What follows belongs to an exercise in optimizing a design on an open flow for a short achievable clock period and few clock cycles; a production flow would make more cautious choices. Function was checked by simulation only, so behaviour that the tests miss may differ from the original. The clock port is modelled as an ideal driver; clocking choices that lean on that would not hold on a real chip. Power and IR drop assume default switching activity.

==> wip/juniper: inputs <==
## busCpu
module busCpu (
    input  logic                       Clock,
    input  logic                       rst,
    input  logic                       instrValid,
    input  logic [32-1:0]     instrWord,
    output logic                       instrReady,
    output logic                       retireValid,
    output logic [4-1:0] retireDest,
    output logic [32-1:0]     retireData
);
clock: 11.0 ns
lec_check: 0
abc_clock_period_in_ps: 1000
cap_margin: 20
core_margin: 2
core_utilization: 55
slew_margin: 20
synth_hierarchical: 1
synth_minimum_keep_size: 0
standard.sh (not shown) runs the stock make flow with config.mk's settings and CLKGATE_MAP_FILE= SYNTH_SCRIPT=/design/flow/synth_recipe.tcl, a recipe that flattens the netlist after the stock synthesis.
==> flow/flow/run.sh <==
#!/bin/bash
# The standard layout (standard.sh, standard synthesis included), with two
# changes to how the layout is made:
set -euo pipefail
export SETUP_SLACK_MARGIN=${SETUP_SLACK_MARGIN:-7.5}
export PRE_CTS_TCL=$PWD/flow/move_out_ffs.tcl
bash standard.sh > standard_flow.log 2>&1
==> flow/flow/move_out_ffs.tcl <==
# Move each flip-flop that drives an output port's buffer next to that
# buffer, then legalize. Run after placement, before clock tree synthesis.
set block [ord::get_db_block]
set moved 0
foreach bterm [$block getBTerms] {
  if { [$bterm getIoType] != "OUTPUT" } { continue }
  set net [$bterm getNet]
  if { $net == "NULL" } { continue }
  set buf ""
  foreach it [$net getITerms] {
    if { [$it isOutputSignal] } { set buf [$it getInst] }
  }
  if { $buf == "" } { continue }
  set in_net ""
  foreach it [$buf getITerms] {
    if { [$it isInputSignal] && [$it getNet] != "NULL" } { set in_net [$it getNet] }
  }
  if { $in_net == "" } { continue }
  set drv ""
  foreach it [$in_net getITerms] {
    if { [$it isOutputSignal] } { set drv [$it getInst] }
  }
  if { $drv == "" } { continue }
  if { ![[$drv getMaster] isSequential] } { continue }
  lassign [$buf getLocation] bx by
  $drv setLocation $bx $by
  incr moved
}
puts "move_out_ffs: moved $moved flip-flops next to their output buffers"
detailed_placement
check_placement -verbose
==> inputs of wip/raven, as changes to wip/juniper <==
--- a/flow/design.v
+++ b/flow/design.v
@@ -43,34 +43,35 @@
 endpackage
 `timescale 1ns/1ps
 module registerFile (
     input  logic                       Clock,
     input  logic                       rst,
-    input  logic                       we,
-    input  logic [4-1:0] wa,
+    input  logic [16-1:0]      weOH,
     input  logic [32-1:0]     wd,
-    input  logic [4-1:0] raA,
-    input  logic [4-1:0] raB,
+    input  logic [16-1:0]      raOH,
+    input  logic [16-1:0]      rbOH,
     output logic [32-1:0]     rdA,
     output logic [32-1:0]     rdB
 );
     logic [16-1:0][32-1:0] regs;
     always_ff @(posedge Clock) begin
-        if (rst) begin
-            for (int i = 0; i < 16; i++) begin
+        for (int i = 0; i < 16; i++) begin
+            if (rst) begin
                 regs[i] <= '0;
-            end
-        end else begin
-            for (int i = 0; i < 16; i++) begin
-                if (we && wa == i) begin
-                    regs[i] <= wd;
-                end
+            end else if (weOH[i]) begin
+                regs[i] <= wd;
             end
         end
     end
-    assign rdA = regs[raA];
-    assign rdB = regs[raB];
+    always_comb begin
+        rdA = '0;
+        rdB = '0;
+        for (int i = 0; i < 16; i++) begin
+            rdA = rdA | ({32{raOH[i]}} & regs[i]);
+            rdB = rdB | ({32{rbOH[i]}} & regs[i]);
+        end
+    end
 endmodule
 `timescale 1ns/1ps
 module aluUnit (
     input  logic        Clock,
     input  logic [31:0] a,
@@ -4539,13 +4540,20 @@
             vSk   <= vSk | take;
             rdyQ  <= ~(vSk | take);
             busyQ <= vSk | take;
         end
     end
+    logic [15:0] raOH1, rbOH1;
+    logic [31:0] irNext;
+    assign irNext = vSk ? sk : instrWord;
     always_ff @(posedge Clock) begin
         if (!stall) begin
-            ir <= vSk ? sk : instrWord;
+            ir <= irNext;
+            for (int i = 0; i < 16; i++) begin
+                raOH1[i] <= (irNext[26:23] == i);
+                rbOH1[i] <= (irNext[22:19] == i);
+            end
         end
         if (!busyQ) begin
             sk <= instrWord;
         end
     end
@@ -4612,18 +4620,18 @@
     assign isMf1   = isMfhi1 | isMflo1;
     assign wr1     = isLdi1 | isAlu1 | isMf1;
     assign legal1  = wr1 | isMul1;
     assign needOps1 = isAlu1 | isMul1;
     logic [31:0] rfA, rfB;
+    logic [15:0] weOH6;    
     registerFile registerFile_i (
         .Clock (Clock),
         .rst   (rstQ),
-        .we    (v[6] & wr[6]),
-        .wa    (rc6),
+        .weOH  (weOH6),
         .wd    (res6),
-        .raA   (ra1),
-        .raB   (rb1),
+        .raOH  (raOH1),
+        .rbOH  (rbOH1),
         .rdA   (rfA),
         .rdB   (rfB)
     );
     logic [31:0] valA1, valB1;
     logic        stlA1, stlB1, by1A1, by1B1, by2A1, by2B1;
@@ -4644,11 +4652,11 @@
         .p2 (pd2), .p3 (pd3), .p4 (pd4), .p5 (pd5),
         .n2 (nx2), .n3 (nx3), .n4 (nx4), .hs (hs),
         .val (valB1), .stl (stlB1), .by1 (by1B1), .by2 (by2B1),
         .byM (byMB1), .byMhs (byMhsB1)
     );
-    assign stall = v1 & needOps1 & (stlA1 | stlB1);
+    assign stall = v1 & ((needOps1 & (stlA1 | stlB1)) | (isMul1 & (by1A1 | by1B1)));
     logic mulBusy1;
     assign mulBusy1 = mulv[2] | mulv[3] | mulv[4] | mulv[5];
     always_ff @(posedge Clock) begin
         if (rst) begin
             v <= '0;
@@ -4720,11 +4728,10 @@
     logic [15:0] hiA2, hiB2;
     assign hiA2 = by2A2 ? res4[31:16] : sAh2 ? hiReg[31:16] : sAl2 ? loReg[31:16] : opA2[31:16];
     assign hiB2 = by2B2 ? res4[31:16] : sBh2 ? hiReg[31:16] : sBl2 ? loReg[31:16] : opB2[31:16];
     logic        fSum3, fAnd3, fOr3, fVal3;
     logic        sBr3p, sBr3n, sBo3;
-    logic        mBy1A3, mBy1B3;    
     always_ff @(posedge Clock) begin
         rc3     <= rc2;
         res3    <= {eff2[31:16], aluLo2};
         c3      <= cL2;
         aLo3    <= aL2;
@@ -4738,12 +4745,10 @@
         fVal3   <= fVal2;
         by1A3   <= by1A2;
         sBr3p   <= by1B2 & ~sub2;
         sBr3n   <= by1B2 & sub2;
         sBo3    <= ~by1B2;
-        mBy1A3  <= by1A2 & mul[2];
-        mBy1B3  <= by1B2 & mul[2];
     end
     logic [15:0] aH3, bH3, sumH3, aluHi3;
     logic [63:0] prod;
     assign aH3    = by1A3 ? res4[31:16] : aHi3;
     assign bH3    = ({16{sBr3p}} & res4[31:16]) | ({16{sBr3n}} & ~res4[31:16]) |
@@ -4755,17 +4760,14 @@
         .s    (sumH3),
         .cout ()
     );
     assign aluHi3 = ({16{fSum3}} & sumH3) | ({16{fAnd3}} & (aH3 & bH3)) |
                     ({16{fOr3}} & (aH3 | bH3)) | ({16{fVal3}} & eff3[31:16]);
-    logic [15:0] mAH3, mBH3;
-    assign mAH3 = mBy1A3 ? res4[31:16] : aHi3;
-    assign mBH3 = mBy1B3 ? res4[31:16] : bHi3;
     aluUnit aluUnit_i (
         .Clock (Clock),
-        .a     ({mAH3, aLo3}),
-        .b     ({mBH3, bLo3}),
+        .a     ({aHi3, aLo3}),
+        .b     ({bHi3, bLo3}),
         .p     (prod)
     );
     always_ff @(posedge Clock) begin
         rc4     <= rc3;
         res4    <= {aluHi3, alu[3] ? res3[15:0] : eff3[15:0]};
@@ -4773,10 +4775,13 @@
     always_ff @(posedge Clock) begin
         rc5     <= rc4;
         res5    <= eff4;
         rc6     <= rc5;
         res6    <= eff5;
+        for (int i = 0; i < 16; i++) begin
+            weOH6[i] <= ~rst & v[5] & wr[5] & (rc5 == i);
+        end
     end
     always_ff @(posedge Clock) begin
         if (rstQ) begin
             hiReg <= '0;
             loReg <= '0;
--- a/flow/config.mk
+++ b/flow/config.mk
@@ -6,9 +6,12 @@
 export NUM_CORES = 4
 export LEC_CHECK = 0
 export ABC_CLOCK_PERIOD_IN_PS = 1000
 export CAP_MARGIN = 20
 export CORE_MARGIN = 2
-export CORE_UTILIZATION = 55
+export CORE_UTILIZATION = 60
+export CTS_BUF_LIST = sky130_fd_sc_hd__clkbuf_16
+export CTS_CLUSTER_DIAMETER = 80
+export CTS_CLUSTER_SIZE = 20
 export SLEW_MARGIN = 20
 export SYNTH_HIERARCHICAL = 1
 export SYNTH_MINIMUM_KEEP_SIZE = 0
==> inputs of wip/willow, as changes to wip/juniper <==
--- a/flow/design.v
+++ b/flow/design.v
@@ -43,34 +43,35 @@
 endpackage
 `timescale 1ns/1ps
 module registerFile (
     input  logic                       Clock,
     input  logic                       rst,
-    input  logic                       we,
-    input  logic [4-1:0] wa,
+    input  logic [16-1:0]      weOH,
     input  logic [32-1:0]     wd,
-    input  logic [4-1:0] raA,
-    input  logic [4-1:0] raB,
+    input  logic [16-1:0]      raOH,
+    input  logic [16-1:0]      rbOH,
     output logic [32-1:0]     rdA,
     output logic [32-1:0]     rdB
 );
     logic [16-1:0][32-1:0] regs;
     always_ff @(posedge Clock) begin
-        if (rst) begin
-            for (int i = 0; i < 16; i++) begin
+        for (int i = 0; i < 16; i++) begin
+            if (rst) begin
                 regs[i] <= '0;
-            end
-        end else begin
-            for (int i = 0; i < 16; i++) begin
-                if (we && wa == i) begin
-                    regs[i] <= wd;
-                end
+            end else if (weOH[i]) begin
+                regs[i] <= wd;
             end
         end
     end
-    assign rdA = regs[raA];
-    assign rdB = regs[raB];
+    always_comb begin
+        rdA = '0;
+        rdB = '0;
+        for (int i = 0; i < 16; i++) begin
+            rdA = rdA | ({32{raOH[i]}} & regs[i]);
+            rdB = rdB | ({32{rbOH[i]}} & regs[i]);
+        end
+    end
 endmodule
 `timescale 1ns/1ps
 module aluUnit (
     input  logic        Clock,
     input  logic [31:0] a,
@@ -4539,13 +4540,20 @@
             vSk   <= vSk | take;
             rdyQ  <= ~(vSk | take);
             busyQ <= vSk | take;
         end
     end
+    logic [15:0] raOH1, rbOH1;
+    logic [31:0] irNext;
+    assign irNext = vSk ? sk : instrWord;
     always_ff @(posedge Clock) begin
         if (!stall) begin
-            ir <= vSk ? sk : instrWord;
+            ir <= irNext;
+            for (int i = 0; i < 16; i++) begin
+                raOH1[i] <= (irNext[26:23] == i);
+                rbOH1[i] <= (irNext[22:19] == i);
+            end
         end
         if (!busyQ) begin
             sk <= instrWord;
         end
     end
@@ -4612,18 +4620,18 @@
     assign isMf1   = isMfhi1 | isMflo1;
     assign wr1     = isLdi1 | isAlu1 | isMf1;
     assign legal1  = wr1 | isMul1;
     assign needOps1 = isAlu1 | isMul1;
     logic [31:0] rfA, rfB;
+    logic [15:0] weOH6;    
     registerFile registerFile_i (
         .Clock (Clock),
         .rst   (rstQ),
-        .we    (v[6] & wr[6]),
-        .wa    (rc6),
+        .weOH  (weOH6),
         .wd    (res6),
-        .raA   (ra1),
-        .raB   (rb1),
+        .raOH  (raOH1),
+        .rbOH  (rbOH1),
         .rdA   (rfA),
         .rdB   (rfB)
     );
     logic [31:0] valA1, valB1;
     logic        stlA1, stlB1, by1A1, by1B1, by2A1, by2B1;
@@ -4773,10 +4781,13 @@
     always_ff @(posedge Clock) begin
         rc5     <= rc4;
         res5    <= eff4;
         rc6     <= rc5;
         res6    <= eff5;
+        for (int i = 0; i < 16; i++) begin
+            weOH6[i] <= ~rst & v[5] & wr[5] & (rc5 == i);
+        end
     end
     always_ff @(posedge Clock) begin
         if (rstQ) begin
             hiReg <= '0;
             loReg <= '0;
--- a/flow/config.mk
+++ b/flow/config.mk
@@ -6,9 +6,12 @@
 export NUM_CORES = 4
 export LEC_CHECK = 0
 export ABC_CLOCK_PERIOD_IN_PS = 1000
 export CAP_MARGIN = 20
 export CORE_MARGIN = 2
-export CORE_UTILIZATION = 55
+export CORE_UTILIZATION = 60
+export CTS_BUF_LIST = sky130_fd_sc_hd__clkbuf_16
+export CTS_CLUSTER_DIAMETER = 80
+export CTS_CLUSTER_SIZE = 20
 export SLEW_MARGIN = 20
 export SYNTH_HIERARCHICAL = 1
 export SYNTH_MINIMUM_KEEP_SIZE = 0
==> inputs of wip/cedar, as changes to wip/juniper <==
--- a/flow/design.v
+++ b/flow/design.v
@@ -43,34 +43,35 @@
 endpackage
 `timescale 1ns/1ps
 module registerFile (
     input  logic                       Clock,
     input  logic                       rst,
-    input  logic                       we,
-    input  logic [4-1:0] wa,
+    input  logic [16-1:0]      weOH,
     input  logic [32-1:0]     wd,
-    input  logic [4-1:0] raA,
-    input  logic [4-1:0] raB,
+    input  logic [16-1:0]      raOH,
+    input  logic [16-1:0]      rbOH,
     output logic [32-1:0]     rdA,
     output logic [32-1:0]     rdB
 );
     logic [16-1:0][32-1:0] regs;
     always_ff @(posedge Clock) begin
-        if (rst) begin
-            for (int i = 0; i < 16; i++) begin
+        for (int i = 0; i < 16; i++) begin
+            if (rst) begin
                 regs[i] <= '0;
-            end
-        end else begin
-            for (int i = 0; i < 16; i++) begin
-                if (we && wa == i) begin
-                    regs[i] <= wd;
-                end
+            end else if (weOH[i]) begin
+                regs[i] <= wd;
             end
         end
     end
-    assign rdA = regs[raA];
-    assign rdB = regs[raB];
+    always_comb begin
+        rdA = '0;
+        rdB = '0;
+        for (int i = 0; i < 16; i++) begin
+            rdA = rdA | ({32{raOH[i]}} & regs[i]);
+            rdB = rdB | ({32{rbOH[i]}} & regs[i]);
+        end
+    end
 endmodule
 `timescale 1ns/1ps
 module aluUnit (
     input  logic        Clock,
     input  logic [31:0] a,
@@ -4539,13 +4540,20 @@
             vSk   <= vSk | take;
             rdyQ  <= ~(vSk | take);
             busyQ <= vSk | take;
         end
     end
+    logic [15:0] raOH1, rbOH1;
+    logic [31:0] irNext;
+    assign irNext = vSk ? sk : instrWord;
     always_ff @(posedge Clock) begin
         if (!stall) begin
-            ir <= vSk ? sk : instrWord;
+            ir <= irNext;
+            for (int i = 0; i < 16; i++) begin
+                raOH1[i] <= (irNext[26:23] == i);
+                rbOH1[i] <= (irNext[22:19] == i);
+            end
         end
         if (!busyQ) begin
             sk <= instrWord;
         end
     end
@@ -4612,18 +4620,18 @@
     assign isMf1   = isMfhi1 | isMflo1;
     assign wr1     = isLdi1 | isAlu1 | isMf1;
     assign legal1  = wr1 | isMul1;
     assign needOps1 = isAlu1 | isMul1;
     logic [31:0] rfA, rfB;
+    logic [15:0] weOH6;    
     registerFile registerFile_i (
         .Clock (Clock),
         .rst   (rstQ),
-        .we    (v[6] & wr[6]),
-        .wa    (rc6),
+        .weOH  (weOH6),
         .wd    (res6),
-        .raA   (ra1),
-        .raB   (rb1),
+        .raOH  (raOH1),
+        .rbOH  (rbOH1),
         .rdA   (rfA),
         .rdB   (rfB)
     );
     logic [31:0] valA1, valB1;
     logic        stlA1, stlB1, by1A1, by1B1, by2A1, by2B1;
@@ -4773,10 +4781,13 @@
     always_ff @(posedge Clock) begin
         rc5     <= rc4;
         res5    <= eff4;
         rc6     <= rc5;
         res6    <= eff5;
+        for (int i = 0; i < 16; i++) begin
+            weOH6[i] <= ~rst & v[5] & wr[5] & (rc5 == i);
+        end
     end
     always_ff @(posedge Clock) begin
         if (rstQ) begin
             hiReg <= '0;
             loReg <= '0;
--- a/flow/config.mk
+++ b/flow/config.mk
@@ -7,8 +7,11 @@
 export LEC_CHECK = 0
 export ABC_CLOCK_PERIOD_IN_PS = 1000
 export CAP_MARGIN = 20
 export CORE_MARGIN = 2
 export CORE_UTILIZATION = 55
+export CTS_BUF_LIST = sky130_fd_sc_hd__clkbuf_16
+export CTS_CLUSTER_DIAMETER = 80
+export CTS_CLUSTER_SIZE = 20
 export SLEW_MARGIN = 20
 export SYNTH_HIERARCHICAL = 1
 export SYNTH_MINIMUM_KEEP_SIZE = 0
==> notes <==
- Between wip/willow and wip/juniper, the lower synthesized area is in wip/willow (gap about 2.6%, measured against wip/juniper).
- Against wip/willow, the die area of wip/cedar is higher by about 9%.
- The highest cell area belongs to wip/juniper, the lowest to wip/willow.
- Against wip/juniper, the critical path depth of wip/raven is lower by 12.
- Between wip/raven and wip/juniper, the lower combinational power is in wip/raven (gap about 6%, measured against wip/juniper).
- Global-route usage, highest first: wip/raven, wip/willow, wip/juniper, wip/cedar.
Testbench counts of wip/juniper, summed over its fixed seeds: cycles 16,168.
Testbench counts of wip/raven, summed over its fixed seeds: cycles 16,283.
Testbench counts of wip/willow, summed over its fixed seeds: cycles 16,168.
Testbench counts of wip/cedar, summed over its fixed seeds: cycles 16,168.

re-timing with driven ports:
Ports are ideal in the flow. The routed layouts listed here were re-timed in OpenROAD.
Step 1 sets driving cells, clkbuf_16 on the clock port and buf_2 on the other inputs (assumed; they add their load-dependent delay and slew).
Step 2 also shifts input and output timing later by t, the mid clock arrival at the registers, as if the neighbouring blocks saw the same clock.
Three values: ideal ports, drivers, drivers and shift; two values: the first two.
| run | t (ns) | setup WS [ns] | worst register clock-pin slew, ns | worst data-port slew with drivers (ns) |
|---|---|---|---|---|
| wip/juniper | 0.953 | 7.475 / 7.404 / 7.332 | 0.07 / 0.07 | 0.10 |
| wip/raven | 0.866 | 7.523 / 7.439 / 6.881 | 0.09 / 0.09 | 0.06 |
| wip/willow | 0.873 | 7.522 / 7.441 / 7.032 | 0.10 / 0.10 | 0.21 |
| wip/cedar | 0.895 | 7.532 / 7.441 / 7.119 | 0.09 / 0.09 | 0.05 |
After both steps setup and hold are still met in every run listed. For wip/raven, which loses most, drivers alone change the setup slack by -0.084 ns; drivers and shift together by -0.642 ns.
